Context: an optimization exercise on an open-source flow, tuned for small area and few clock cycles. The choices shown serve that exercise and are no tape-out recipe.
In this exercise RTL edits were held to simulation tests only and were not proved equivalent to the original.
Power figures rest on the tool's default switching activity, not on a simulated workload.

<file path="design/flow/config.mk">
export PLATFORM = sky130hd
export DESIGN_NAME = led_pixel_spi_encoder_core
export DESIGN_NICKNAME = led_pixel_spi_encoder_core
export VERILOG_FILES = /design/flow/design.v
export SDC_FILE = /design/flow/constraint.sdc
export NUM_CORES = 4
export LEC_CHECK = 0
export CAP_MARGIN = 20
export CORE_MARGIN = 2
export CORE_UTILIZATION = 40
export SLEW_MARGIN = 20
</file>
<file path="design/flow/design.v">
package lpse_pkg;
	typedef struct packed {
		logic [7:0] chan_a;
		logic [7:0] chan_b;
		logic [7:0] chan_c;
		logic       last_pixel;
	} pix_t;
	typedef struct packed {
		logic [7:0] spi_byte;
		logic       last_byte;
	} spi_t;
	typedef enum logic [2:0] {
		RGN_0,
		RGN_1,
		RGN_2,
		RGN_3,
		RGN_4,
		RGN_5
	} region_t;
	localparam logic       CFG_HUE_MODE  = 1'b0;
	localparam logic       CFG_GRB_ORDER = 1'b1;
	localparam logic [3:0] SYM_ZERO      = 4'h8;
	localparam logic [3:0] SYM_ONE       = 4'hC;
	localparam logic [7:0] HUE_SPAN      = 8'd43;
	localparam logic [7:0] FULL_SCALE    = 8'd255;
	localparam logic [7:0] LATCH_VALUE   = 8'h00;
	localparam logic [3:0] LAST_PIX_IDX  = 4'd11;
	localparam logic [3:0] LAST_LATCH_IDX = 4'd14;
endpackage
module led_pixel_spi_encoder_core (
	input  logic                 clk,
	input  logic                 arst_n,
	input  logic                 psel,
	input  logic                 penable,
	input  logic                 pwrite,
	input  logic [2:0]           paddr,
	input  logic [31:0]          pwdata,
	output logic [31:0]          prdata,
	output logic                 pready,
	input  logic                 pix_valid,
	output logic                 pix_stall,
	input  logic [24:0]          pix,
	output logic                 spi_valid,
	input  logic                 spi_stall,
	output logic [8:0]           spi
);
	lpse_pkg::pix_t pix_w;
	lpse_pkg::spi_t spi_w;
	assign pix_w = lpse_pkg::pix_t'(pix);
	assign spi   = spi_w;
	logic hue_mode_q, grb_order_q;
	assign pready = 1'b1;
	always_ff @(posedge clk or negedge arst_n) begin
		if (!arst_n) begin
			hue_mode_q  <= 1'b0;
			grb_order_q <= 1'b1;
		end else if (psel && penable && pwrite) begin
			unique case (paddr[2])
				lpse_pkg::CFG_HUE_MODE:  hue_mode_q  <= pwdata[0];
				lpse_pkg::CFG_GRB_ORDER: grb_order_q <= pwdata[0];
				default: ;
			endcase
		end
	end
	always_comb begin
		prdata = '0;
		unique case (paddr[2])
			lpse_pkg::CFG_HUE_MODE:  prdata[0] = hue_mode_q;
			lpse_pkg::CFG_GRB_ORDER: prdata[0] = grb_order_q;
			default: ;
		endcase
	end
	logic v_s1, v_s2, v_s3, v_s4, ser_v_q;
	logic ld_s1, ld_s2, ld_s3, ld_s4, ld_ser;
	logic ser_done;
	logic [3:0] cnt_q;
	logic       ser_last_q;
	logic [23:0] word_q;
	assign ser_done = ser_v_q && !spi_stall &&
		(cnt_q == lpse_pkg::LAST_LATCH_IDX || (cnt_q == lpse_pkg::LAST_PIX_IDX && !ser_last_q));
	assign ld_ser = !ser_v_q || ser_done;
	assign ld_s4  = !v_s4 || ld_ser;
	assign ld_s3  = !v_s3 || ld_s4;
	assign ld_s2  = !v_s2 || ld_s3;
	assign ld_s1  = !v_s1 || ld_s2;
	assign pix_stall = !ld_s1;
	always_ff @(posedge clk or negedge arst_n) begin
		if (!arst_n) begin
			v_s1 <= 1'b0;
			v_s2 <= 1'b0;
			v_s3 <= 1'b0;
			v_s4 <= 1'b0;
		end else begin
			if (ld_s1) v_s1 <= pix_valid;
			if (ld_s2) v_s2 <= v_s1;
			if (ld_s3) v_s3 <= v_s2;
			if (ld_s4) v_s4 <= v_s3;
		end
	end
	lpse_pkg::region_t    rgn_n;
	logic [7:0] base_n;
	logic [7:0] rem_n;
	always_comb begin
		priority if (pix_w.chan_a >= 8'(5 * lpse_pkg::HUE_SPAN)) rgn_n = lpse_pkg::RGN_5;
		else if (pix_w.chan_a >= 8'(4 * lpse_pkg::HUE_SPAN)) rgn_n = lpse_pkg::RGN_4;
		else if (pix_w.chan_a >= 8'(3 * lpse_pkg::HUE_SPAN)) rgn_n = lpse_pkg::RGN_3;
		else if (pix_w.chan_a >= 8'(2 * lpse_pkg::HUE_SPAN)) rgn_n = lpse_pkg::RGN_2;
		else if (pix_w.chan_a >= lpse_pkg::HUE_SPAN) rgn_n = lpse_pkg::RGN_1;
		else rgn_n = lpse_pkg::RGN_0;
		base_n = 8'(8'(rgn_n) * lpse_pkg::HUE_SPAN);
		rem_n  = 8'((pix_w.chan_a - base_n) * 8'd6);
	end
	lpse_pkg::pix_t       pix_s1;
	lpse_pkg::region_t    rgn_s1;
	logic [7:0] rem_s1;
	always_ff @(posedge clk) begin
		if (ld_s1) begin
			pix_s1 <= pix_w;
			rgn_s1 <= rgn_n;
			rem_s1 <= rem_n;
		end
	end
	logic [15:0] sr_n, sr2_n;
	assign sr_n  = pix_s1.chan_b * rem_s1;
	assign sr2_n = pix_s1.chan_b * (lpse_pkg::FULL_SCALE - rem_s1);
	lpse_pkg::pix_t       pix_s2;
	lpse_pkg::region_t    rgn_s2;
	logic [7:0] x1_s2, x2_s2;
	always_ff @(posedge clk) begin
		if (ld_s2) begin
			pix_s2 <= pix_s1;
			rgn_s2 <= rgn_s1;
			x1_s2  <= sr_n[15:8];
			x2_s2  <= sr2_n[15:8];
		end
	end
	logic [15:0] p_n, q_n, t_n;
	assign p_n = pix_s2.chan_c * (lpse_pkg::FULL_SCALE - pix_s2.chan_b);
	assign q_n = pix_s2.chan_c * (lpse_pkg::FULL_SCALE - x1_s2);
	assign t_n = pix_s2.chan_c * (lpse_pkg::FULL_SCALE - x2_s2);
	lpse_pkg::pix_t       pix_s3;
	lpse_pkg::region_t    rgn_s3;
	logic [7:0] p_s3, q_s3, t_s3;
	always_ff @(posedge clk) begin
		if (ld_s3) begin
			pix_s3 <= pix_s2;
			rgn_s3 <= rgn_s2;
			p_s3   <= p_n[15:8];
			q_s3   <= q_n[15:8];
			t_s3   <= t_n[15:8];
		end
	end
	logic [7:0] r_n, g_n, b_n, v3;
	assign v3 = pix_s3.chan_c;
	always_comb begin
		r_n = pix_s3.chan_a;
		g_n = pix_s3.chan_b;
		b_n = pix_s3.chan_c;
		if (hue_mode_q) begin
			if (pix_s3.chan_b == 8'd0) begin
				r_n = v3;
				g_n = v3;
				b_n = v3;
			end else begin
				unique case (rgn_s3)
					lpse_pkg::RGN_0: begin r_n = v3;   g_n = t_s3; b_n = p_s3; end
					lpse_pkg::RGN_1: begin r_n = q_s3; g_n = v3;   b_n = p_s3; end
					lpse_pkg::RGN_2: begin r_n = p_s3; g_n = v3;   b_n = t_s3; end
					lpse_pkg::RGN_3: begin r_n = p_s3; g_n = q_s3; b_n = v3;   end
					lpse_pkg::RGN_4: begin r_n = t_s3; g_n = p_s3; b_n = v3;   end
					default: begin r_n = v3; g_n = p_s3; b_n = q_s3; end
				endcase
			end
		end
	end
	logic [23:0] word_s4;
	logic        last_s4;
	always_ff @(posedge clk) begin
		if (ld_s4) begin
			word_s4 <= grb_order_q ? {g_n, r_n, b_n} : {r_n, g_n, b_n};
			last_s4 <= pix_s3.last_pixel;
		end
	end
	always_ff @(posedge clk or negedge arst_n) begin
		if (!arst_n) begin
			ser_v_q    <= 1'b0;
			cnt_q      <= '0;
			ser_last_q <= 1'b0;
		end else if (ld_ser) begin
			ser_v_q    <= v_s4;
			cnt_q      <= '0;
			ser_last_q <= last_s4;
		end else if (!spi_stall) begin
			cnt_q <= cnt_q + 4'd1;
		end
	end
	always_ff @(posedge clk) begin
		if (ld_ser) begin
			word_q <= word_s4;
		end else if (!spi_stall) begin
			word_q <= {word_q[21:0], 2'b00};
		end
	end
	assign spi_valid     = ser_v_q;
	assign spi_w.spi_byte  = (cnt_q > lpse_pkg::LAST_PIX_IDX) ? lpse_pkg::LATCH_VALUE :
		{(word_q[23] ? lpse_pkg::SYM_ONE : lpse_pkg::SYM_ZERO), (word_q[22] ? lpse_pkg::SYM_ONE : lpse_pkg::SYM_ZERO)};
	assign spi_w.last_byte = (cnt_q == lpse_pkg::LAST_LATCH_IDX) ||
		(cnt_q == lpse_pkg::LAST_PIX_IDX && !ser_last_q);
endmodule
</file>
<file path="design/flow/constraint.sdc">
create_clock -name core_clock -period 5.5 [get_ports {clk}]
set_input_delay 1.1000 -clock core_clock [delete_from_list [all_inputs] [get_ports {clk}]]
set_output_delay 1.1000 -clock core_clock [all_outputs]
set_load 0.01 [all_outputs]
</file>
<file path="design/flow/run.sh">
#!/bin/bash
# synth_recipe.tcl (not shown) runs the flow's synth.tcl, then flattens the netlist and writes it again
# the make line also repeats each setting of config.mk as NAME=value (left out here)
make -C /OpenROAD-flow-scripts/flow DESIGN_CONFIG=/design/flow/config.mk WORK_HOME=/design/flow/orfs CLKGATE_MAP_FILE= SYNTH_SCRIPT=/design/flow/synth_recipe.tcl finish
</file>
==> results.txt <==
[power by group]
part / internal [mW] / switching [mW] / total [mW] / leakage (nW)
logic: 2.99 / 3.75 / 6.75 / 6.77
clock network: 0.620 / 0.677 / 1.30 / 0.295
registers: 2.19 / 0.198 / 2.38 / 1.78
[per-layer routing]
| layer | up-vias | share of wire | wire length (um) |
|---|---|---|---|
| met1 | 5861 | 0.46 | 17370 |
| met3 | 50 | 0.030 | 1143 |
| li1 | 5760 | - | - |
| met4 | 2 | 0.022 | 811 |
| met5 | - | 0.00042 | 16 |
| met2 | 164 | 0.49 | 18340 |
[flip-flops by register name (all words and copies together), names as in the netlist, 3 cells and up]
signal,flops
t_s3,8
rem_s1,7
x2_s2,8
pix_s2,25
q_s3,8
rgn_s2,3
rgn_s1,3
rgn_s3,3
pix_s3,25
word_s4,24
x1_s2,8
cnt_q,4
word_q,24
pix_s1,25
p_s3,8
[through the flow]
step	setup WS, ps	area (um2)
2_1_floorplan	836.2	18190
3_3_place_gp	190.1	19160
3_5_place_dp	153.0	19160
4_1_cts	483.1	19780
5_1_grt	281.7	19790
6_report	508.5	19800
[layout make-up]
type	instances	area (um2)	share of cell area
multi-input combinational	1242	11030	0.5573
inverter	253	949.7	0.04797
clock inverter	14	182.7	0.009228
antenna	1	2.502	0.0001264
clock buffer	18	429.2	0.02168
timing repair buffer	86	752.0	0.03799
sequential	192	5707	0.2883
tap	592	740.7	0.03742
[layout by cell type (no fill, tap or decap), drive strengths merged, types with 48 or more instances in the layout]
cell and count:
a21oi 65, edfxtp 180, fa 172, ha 182, inv 259, mux2i 48, nand2 153, nand2b 115
nor2 62, nor2b 149
[worst register-to-register path, stage by stage, from the launching register on]
cell      delay, ps
edfxtp_1        510
nand2b_1        220
fa_1            500
fa_1            550
inv_1            60
fa_1            500
fa_1            480
ha_1            340
a21o_1          190
a21oi_1         220
nor3b_1         310
a21oi_1         180
a31o_2          300
o41ai_1         310
a31oi_1          70
[cell families after synthesis]
| group | after synthesis | share of synthesized area |
|---|---|---|
| xor+xnor | 39 | 0.01967 |
| flops | 192 | 0.3159 |
| simple gates | 558 | 0.1644 |
| other cells | 2 | 0.0004158 |
| fa+ha+maj | 354 | 0.3167 |
| compound gates | 203 | 0.07287 |
| buf+inv | 350 | 0.08091 |
| mux | 52 | 0.02909 |
[worst paths after layout]
check,endpoint,start,slack (ps),cells after the start
max,q_s3[7]$_DFFE_PP_,x1_s2[1]$_DFFE_PP_,510,14
min,pix_s3[0]$_DFFE_PP_,pix_s2[0]$_DFFE_PP_,420,0
max reg2reg,q_s3[7]$_DFFE_PP_,x1_s2[1]$_DFFE_PP_,510,14
min reg2reg,pix_s3[0]$_DFFE_PP_,pix_s2[0]$_DFFE_PP_,420,0
max in group asynchronous,grb_order_q$_DFFE_PN1P_,arst_n,4150,1
min in group asynchronous,ser_v_q$_DFFE_PN0N_,arst_n,970,1
==> impl_metrics.toml <==
[sta]
fin_crit_ps = 4991
slew_viol_final = 0
worstMarginPinSlew_ps = 951.5
rsz0062_at_grt = "false"
fin_crit_sh = 0.9075
setup_tns_ps = 0
finalHoldViolCount = 0
relSlewSlack = 0.3656
max_freq_ghz = 0.2003
holdWs_ps = 422.6
skew_ps = 20.43
setup_viol = 0

[clocking]
clk_pin_slew_worst_paths_ps = 80
cts_sinks = 192
cts.htree.levels = 4
clockBufferDepth = 2
clk_latency_ps = 490
cts-root-buf = "clkbuf_16"
cts_hold_buf = 0
cts_buffers = 17
cts_setup_buffers = 0
cts_tree = "done"
ctsResizeCount = 0

[yosys]
synth-seq-area-share = 0.3159
synth.top_cells.by_count = "inv_1 (253), ha_1 (182), edfxtp_1 (180)"
synth_area_per_cell_um2 = 10.32
netlist_instances = 1750
synth.most_common_cell = "inv_1"
synth_area_leaders = "edfxtp_1 (30%), fa_1 (19%), ha_1 (13%)"
synth.top_cell.area_share = 0.2993
synth.distinct_cells = 62
yosysTopAreaCell = "edfxtp_1"
ys.flop_type = "edfxtp_1"
synth_edf_count = 180
ys_warn_count = 1
synth_seq_cells = 192
syn_area_mm2 = 0.01806
synthArstFlopShare = 0.06250

[critical_path]
crit_path_end_kind = "flop"
cp.arrival_ps = 5230
cp_num_buf_inv = 1
crit_top_cell = "fa_1"
worstPathRequired_ps = 5740
cp-start-kind = "flop"
slowest_delay_ps = 540
slowest_stage = "fa_1"
critPathKind = "flop to flop"
path_delay_family = "adder cells"
crit_fanout = 8
crit_chain = "nand2b_1 -> fa_1 -> fa_1 -> inv_1 -> fa_1 -> fa_1 -> ha_1 -> a21o_1 -> a21oi_1 -> nor3b_1 -> a21oi_1 -> a31o_2 -> o41ai_1 -> a31oi_1"

[global_route]
use_met2 = 0.2919
grt_pass1_wl_um = 63050
top_usage_layer = "met2"
overflow = 0
grtUsageTotal = 0.1709
met3_usage = 0.03074
grt_pass1_vias = 12390
antenna_found_initial = 1
use_met1 = 0.2171
grt_max_degree = 54

[floorplanning]
dieArea_mm2 = 0.04687
fp.dieW_um = 216.5
pin_count = 111
start_util = 0.4067
die_y_um = 216.5
num_rows = 77
core_area_mm2 = 0.04441

[power]
ir_drop_uv = 500.3
power.density_mw_per_mm2 = 526.8
p_leak_nw = 8.839
total_power_mw = 10.43

[placed_design]
dp.cells = 2364
port_buffers = 41
gp_congestion = 0.7891
dpl.hpwl_um = 28560

[route]
drt-initial-drc-count = 561
via_per_inst = 4.936
drc_errors = 0
drt-pass1-iter-count = 5
vias = 11840
postRouteAntennaNets = 0
avgRoutedWirePerCell_um = 15.72
routed_wirelength_um = 37690

[cells_and_area]
fin_util = 0.4457
drive_above_1_share = 0.05208
stdcell_count = 2398
area_growth_pct = 9.601
n_fill_cell = 4165
fin_nets = 2213

[status]
status = "timing/DRC/antenna clean"

[min_path]
min_path_type = "flop to flop"

[flow_run]
max_cap_violations = 0
Testbench counts, summed over its fixed seeds: cycles 26,216.

## separate check: timing with driven ports
Ports are ideal in the flow. The routed layout listed here was re-timed in OpenROAD.
Step 1, drivers: a clkbuf_16 drives clk and a buf_2 each remaining input, both assumed.
Step 2 adds t to the input delays and takes it off the output delays; t is the mean of the earliest and latest rising clock arrival at the registers after step 1. Input paths then give back, and output paths get back, about the clock's delay inside the block.
Three values: ideal ports, drivers, drivers and shift; two values: the first two.
shift t [ns]: 0.542
slack for setup (ns): 0.509 / 0.509 / 0.122
worst setup path at the end: input to register
worst slew at a driven data input, ns: 0.07
After both steps setup and hold are still met in this run. For this run, drivers alone change the setup slack by 0.000 ns; drivers and shift together by -0.387 ns.
